Context: an optimization exercise on an open-source flow, tuned for small area, a short achievable clock period and few clock cycles per item. The choices shown serve that exercise and are no tape-out recipe. The RTL was checked by simulation tests, not by an equivalence proof against the original design.

==> job 4758: inputs <==
==> flow/design.v <==
`default_nettype none
package rset_pkg;
    localparam int DEPTH    = 64;
    localparam int ADDR_W   = $clog2(DEPTH);
    localparam int CNT_W    = $clog2(DEPTH + 1);
    localparam int VAL_W    = 32;
    localparam int DRAW_W   = 32;
    localparam int FUNC_W   = 2;
    localparam int STAT_W   = 2;
    localparam int MCOUNT_W = 7;
    localparam int S_DATA_W = 64;
    localparam int M_DATA_W = 48;
    typedef logic [FUNC_W-1:0] func_t;
    typedef logic [STAT_W-1:0] status_t;
    localparam func_t FUNC_INSERT = 2'd0;
    localparam func_t FUNC_ERASE  = 2'd1;
    localparam func_t FUNC_SAMPLE = 2'd2;
    localparam func_t FUNC_NONE   = 2'd3;
    localparam status_t STAT_DONE  = 2'd0;
    localparam status_t STAT_MISS  = 2'd1;
    localparam status_t STAT_FULL  = 2'd2;
    localparam status_t STAT_EMPTY = 2'd3;
endpackage
`default_nettype wire
`default_nettype none
module rset_ram #(
    parameter int WIDTH = 32,
    parameter int DEPTH = 64
) (
    input  wire logic                     aclk,
    input  wire logic                     we,
    input  wire logic [$clog2(DEPTH)-1:0] waddr,
    input  wire logic [WIDTH-1:0]         wdata,
    input  wire logic [$clog2(DEPTH)-1:0] raddr,
    output logic      [WIDTH-1:0]         rdata
);
    logic [WIDTH-1:0] mem [DEPTH];
    always_ff @(posedge aclk) begin
        if (we) begin
            mem[waddr] <= wdata;
        end
        rdata <= mem[raddr];
    end
endmodule
`default_nettype wire
`default_nettype none
module randomized_set_table (
    input  wire logic                         aclk,
    input  wire logic                         aresetn,
    input  wire logic                         s_tvalid,
    output logic                              s_tready,
    input  wire logic [rset_pkg::S_DATA_W-1:0] s_tdata,
    input  wire logic [rset_pkg::FUNC_W-1:0]  s_tuser,
    output logic                              m_tvalid,
    input  wire logic                         m_tready,
    output logic      [rset_pkg::M_DATA_W-1:0] m_tdata
);
    localparam int DEPTH    = rset_pkg::DEPTH;
    localparam int ADDR_W   = rset_pkg::ADDR_W;
    localparam int CNT_W    = rset_pkg::CNT_W;
    localparam int VAL_W    = rset_pkg::VAL_W;
    localparam int DRAW_W   = rset_pkg::DRAW_W;
    localparam int STAT_W   = rset_pkg::STAT_W;
    localparam int MCOUNT_W = rset_pkg::MCOUNT_W;
    localparam int M_DATA_W = rset_pkg::M_DATA_W;
    localparam int RES_W    = MCOUNT_W + VAL_W + STAT_W;
    localparam int PROD_W   = DRAW_W + CNT_W;
    typedef logic [rset_pkg::FUNC_W-1:0] func_t;
    typedef logic [rset_pkg::STAT_W-1:0] status_t;
    localparam func_t   FUNC_INSERT = rset_pkg::FUNC_INSERT;
    localparam func_t   FUNC_ERASE  = rset_pkg::FUNC_ERASE;
    localparam func_t   FUNC_SAMPLE = rset_pkg::FUNC_SAMPLE;
    localparam status_t STAT_DONE   = rset_pkg::STAT_DONE;
    localparam status_t STAT_MISS   = rset_pkg::STAT_MISS;
    localparam status_t STAT_FULL   = rset_pkg::STAT_FULL;
    localparam status_t STAT_EMPTY  = rset_pkg::STAT_EMPTY;
    logic [VAL_W-1:0]   slot [DEPTH];
    logic [CNT_W-1:0]   cnt_reg;           
    logic [CNT_W-1:0]   cnt_prev;          
    logic               e_valid;
    func_t              e_func;
    logic [VAL_W-1:0]   e_val;
    logic [DRAW_W-1:0]  e_draw;
    logic [DRAW_W+1:0]  e_draw3;           
    logic               go_reg;            
    logic               r_valid;
    logic               r_ins_ok;          
    logic               r_ers_ok;          
    logic               r_smp;             
    logic [VAL_W-1:0]   r_val;
    logic               r_we;              
    logic [ADDR_W-1:0]  r_waddr;           
    logic [ADDR_W-1:0]  r_raddr;
    status_t            r_status;
    logic [MCOUNT_W-1:0] r_count;
    logic [RES_W-1:0]   q0, q1, q2;
    logic [1:0]         qcnt;
    logic               qv0;
    logic               exec;
    logic [DEPTH-1:0]   masked;
    logic [ADDR_W-1:0]  menc;
    logic               eq_prev;
    logic               raw_any, any, phys_at_n, full, empty;
    logic [ADDR_W-1:0]  h_log;
    logic               is_ins, is_ers, is_smp;
    logic               ins_ok, ers_ok;
    logic [CNT_W-1:0]   cnt_next;
    logic [DRAW_W+1:0]  pp0, pp1, pp2;
    logic [PROD_W-2:0]  prod;
    logic [ADDR_W-1:0]  sidx;
    status_t            status;
    assign exec   = e_valid && go_reg;
    assign is_ins = (e_func == FUNC_INSERT);
    assign is_ers = (e_func == FUNC_ERASE);
    assign is_smp = (e_func == FUNC_SAMPLE);
    assign full   = cnt_reg[CNT_W-1];
    assign empty  = (cnt_reg == '0);
    always_comb begin
        for (int i = 0; i < DEPTH; i++) begin
            masked[i] = (CNT_W'(i) < cnt_prev) && (slot[i] == e_val);
        end
    end
    always_comb begin
        menc = '0;
        for (int i = 0; i < DEPTH; i++) begin
            if (masked[i]) menc = menc | ADDR_W'(i);
        end
    end
    assign eq_prev   = (e_val == r_val);
    assign raw_any   = |masked;
    assign any       = (raw_any || (r_ins_ok && eq_prev)) && !(r_ers_ok && eq_prev);
    assign phys_at_n = (menc == cnt_reg[ADDR_W-1:0]);
    always_comb begin
        h_log = menc;
        if (r_ers_ok && phys_at_n) h_log = r_waddr;
        if (r_ins_ok && eq_prev) h_log = cnt_reg[ADDR_W-1:0] - ADDR_W'(1);
    end
    assign ins_ok = exec && is_ins && !any && !full;
    assign ers_ok = exec && is_ers && any;
    always_comb begin
        cnt_next = cnt_reg;
        if (ins_ok) cnt_next = cnt_reg + CNT_W'(1);
        else if (ers_ok) cnt_next = cnt_reg - CNT_W'(1);
    end
    function automatic logic [DRAW_W+1:0] pp_sel(input logic [1:0] dig,
                                                 input logic [DRAW_W-1:0] d,
                                                 input logic [DRAW_W+1:0] d3);
        unique case (dig)
            2'd0: pp_sel = '0;
            2'd1: pp_sel = (DRAW_W+2)'(d);
            2'd2: pp_sel = {1'b0, d, 1'b0};
            default: pp_sel = d3;
        endcase
    endfunction
    assign pp0  = pp_sel(cnt_reg[1:0], e_draw, e_draw3);
    assign pp1  = pp_sel(cnt_reg[3:2], e_draw, e_draw3);
    assign pp2  = pp_sel(cnt_reg[5:4], e_draw, e_draw3);
    assign prod = (PROD_W-1)'(pp0) + ((PROD_W-1)'(pp1) << 2) + ((PROD_W-1)'(pp2) << 4);
    assign sidx = cnt_reg[CNT_W-1] ? e_draw[DRAW_W-1 -: ADDR_W] : prod[DRAW_W +: ADDR_W];
    always_comb begin
        status = STAT_DONE;
        unique case (e_func)
            FUNC_INSERT: status = any ? STAT_MISS : (full ? STAT_FULL : STAT_DONE);
            FUNC_ERASE:  status = any ? STAT_DONE : STAT_MISS;
            FUNC_SAMPLE: status = empty ? STAT_EMPTY : STAT_DONE;
            default:     status = STAT_DONE;
        endcase
    end
    logic [VAL_W-1:0]   rdata, wdata;
    logic [RES_W-1:0]   res;
    assign rdata = slot[r_raddr];
    assign wdata = r_ers_ok ? rdata : r_val;
    assign res   = {r_count, (r_smp ? rdata : VAL_W'(0)), r_status};
    always_ff @(posedge aclk) begin
        for (int i = 0; i < DEPTH; i++) begin
            if (r_we && r_waddr == ADDR_W'(i)) slot[i] <= wdata;
        end
    end
    logic               take;
    logic [1:0]         qlvl;
    logic [1:0]         qcnt_next;
    assign take      = qv0 && m_tready;
    assign qlvl      = qcnt - 2'(take);
    assign qcnt_next = qlvl + 2'(r_valid);
    assign s_tready = !e_valid || go_reg;
    assign m_tvalid = qv0;
    assign m_tdata  = M_DATA_W'(q0);
    always_ff @(posedge aclk) begin
        if (r_valid && qlvl == 2'd0) q0 <= res;
        else if (take) q0 <= q1;
        if (r_valid && qlvl == 2'd1) q1 <= res;
        else if (take) q1 <= q2;
        if (r_valid && qlvl == 2'd2) q2 <= res;
    end
    always_ff @(posedge aclk) begin
        if (!aresetn) begin
            e_valid   <= 1'b0;
            go_reg    <= 1'b1;
            r_valid   <= 1'b0;
            r_ins_ok  <= 1'b0;
            r_ers_ok  <= 1'b0;
            cnt_reg   <= '0;
            cnt_prev  <= '0;
            r_we      <= 1'b0;
            qcnt      <= '0;
            qv0       <= 1'b0;
        end else begin
            if (s_tready) e_valid <= s_tvalid;
            go_reg    <= (qcnt_next < 2'd2) || (qcnt_next == 2'd2 && !exec);
            r_valid   <= exec;
            r_ins_ok  <= ins_ok;
            r_ers_ok  <= ers_ok;
            cnt_reg   <= cnt_next;
            cnt_prev  <= cnt_reg;
            r_we      <= ins_ok || ers_ok;
            qcnt      <= qcnt_next;
            qv0       <= (qcnt_next != 2'd0);
        end
        if (s_tready) begin
            e_func <= s_tuser;
            e_val  <= s_tdata[VAL_W-1:0];
            e_draw <= s_tdata[VAL_W +: DRAW_W];
            e_draw3 <= (DRAW_W+2)'(s_tdata[VAL_W +: DRAW_W]) + {1'b0, s_tdata[VAL_W +: DRAW_W], 1'b0};
        end
        r_smp    <= is_smp && !empty;
        r_val    <= e_val;
        r_waddr  <= is_ins ? cnt_reg[ADDR_W-1:0] : h_log;
        r_raddr  <= is_smp ? sidx : (cnt_reg[ADDR_W-1:0] - ADDR_W'(1));
        r_status <= status;
        r_count  <= MCOUNT_W'(cnt_next);
    end
endmodule
`default_nettype wire
==> flow/run.sh <==
#!/bin/bash
# synth_recipe.tcl (not shown) runs the flow's synth.tcl, then flattens the netlist and writes it again
# the make line also repeats each setting of config.mk as NAME=value (left out here)
make -C /OpenROAD-flow-scripts/flow DESIGN_CONFIG=/design/flow/config.mk WORK_HOME=/design/flow/orfs CLKGATE_MAP_FILE= SYNTH_SCRIPT=/design/flow/synth_recipe.tcl finish
==> flow/config.mk <==
export PLATFORM = sky130hd
export DESIGN_NAME = randomized_set_table
export DESIGN_NICKNAME = randomized_set_table
export VERILOG_FILES = /design/flow/design.v
export SDC_FILE = /design/flow/constraint.sdc
export NUM_CORES = 4
export LEC_CHECK = 0
export ABC_CLOCK_PERIOD_IN_PS = 1500
export CAP_MARGIN = 20
export CORE_MARGIN = 2
export CORE_UTILIZATION = 33
export PLACE_DENSITY = 0.5
export SETUP_SLACK_MARGIN = 5
export SLEW_MARGIN = 20
export TNS_END_PERCENT = 20
==> flow/constraint.sdc <==
create_clock -name core_clock -period 8.0 [get_ports {aclk}]
set_input_delay 1.6000 -clock core_clock [delete_from_list [all_inputs] [get_ports {aclk}]]
set_output_delay 1.6000 -clock core_clock [all_outputs]
set_load 0.01 [all_outputs]
==> job 9361: changes against job 4758 <==
==> flow/config.mk (replaced) <==
export PLATFORM = sky130hd
export DESIGN_NAME = randomized_set_table
export DESIGN_NICKNAME = randomized_set_table
export VERILOG_FILES = /design/flow/design.v
export SDC_FILE = /design/flow/constraint.sdc
export NUM_CORES = 4
export LEC_CHECK = 0
export ABC_CLOCK_PERIOD_IN_PS = 3000
export CAP_MARGIN = 20
export CORE_MARGIN = 2
export CORE_UTILIZATION = 45
export PLACE_DENSITY = 0.6
export SETUP_SLACK_MARGIN = 5
export SLEW_MARGIN = 20
export TNS_END_PERCENT = 5
==> impl.org <==
** Place
- After legalization and detailed placement, the total HPWL measured approximately 700000 um.

** Global route
- The via count of the first global-routing pass was ~130k.
- For this run the aggregate overflow at the end of global routing stands at 6929.

** Run status
- The flow did not finish.
- Error msg :: [ERROR GRT-0116] Global routing finished with congestion. Check the congestion regions in the DRC Viewer.
- The flow stopped in global routing.
That was job 9361.
==> impl.org <==
** Run status
- The first error in the log reads "[ERROR GRT-0116] Global routing finished with congestion. Check the congestion regions in the DRC Viewer".
- It got as far as global routing and failed there.
- Outcome :: did not finish

** Synth
- Number of unique standard cell types used by synthesis :: between 80 and 90
- The synthesized design contains ~2.3k register bits.
- Fraction of synthesized area in multiplexers :: 1.07%

** Global route
- Global routing finished with a remaining overflow of 31.
- Vias in the first global route :: 114k

** Place
- Final HPWL from detailed placement :: just under 900000 um
That was job 4758.
Testbench counts of job 4758, summed over its fixed seeds: cycles 6,424, items 6,400.
Testbench counts of job 9361, summed over its fixed seeds: cycles 6,424, items 6,400.
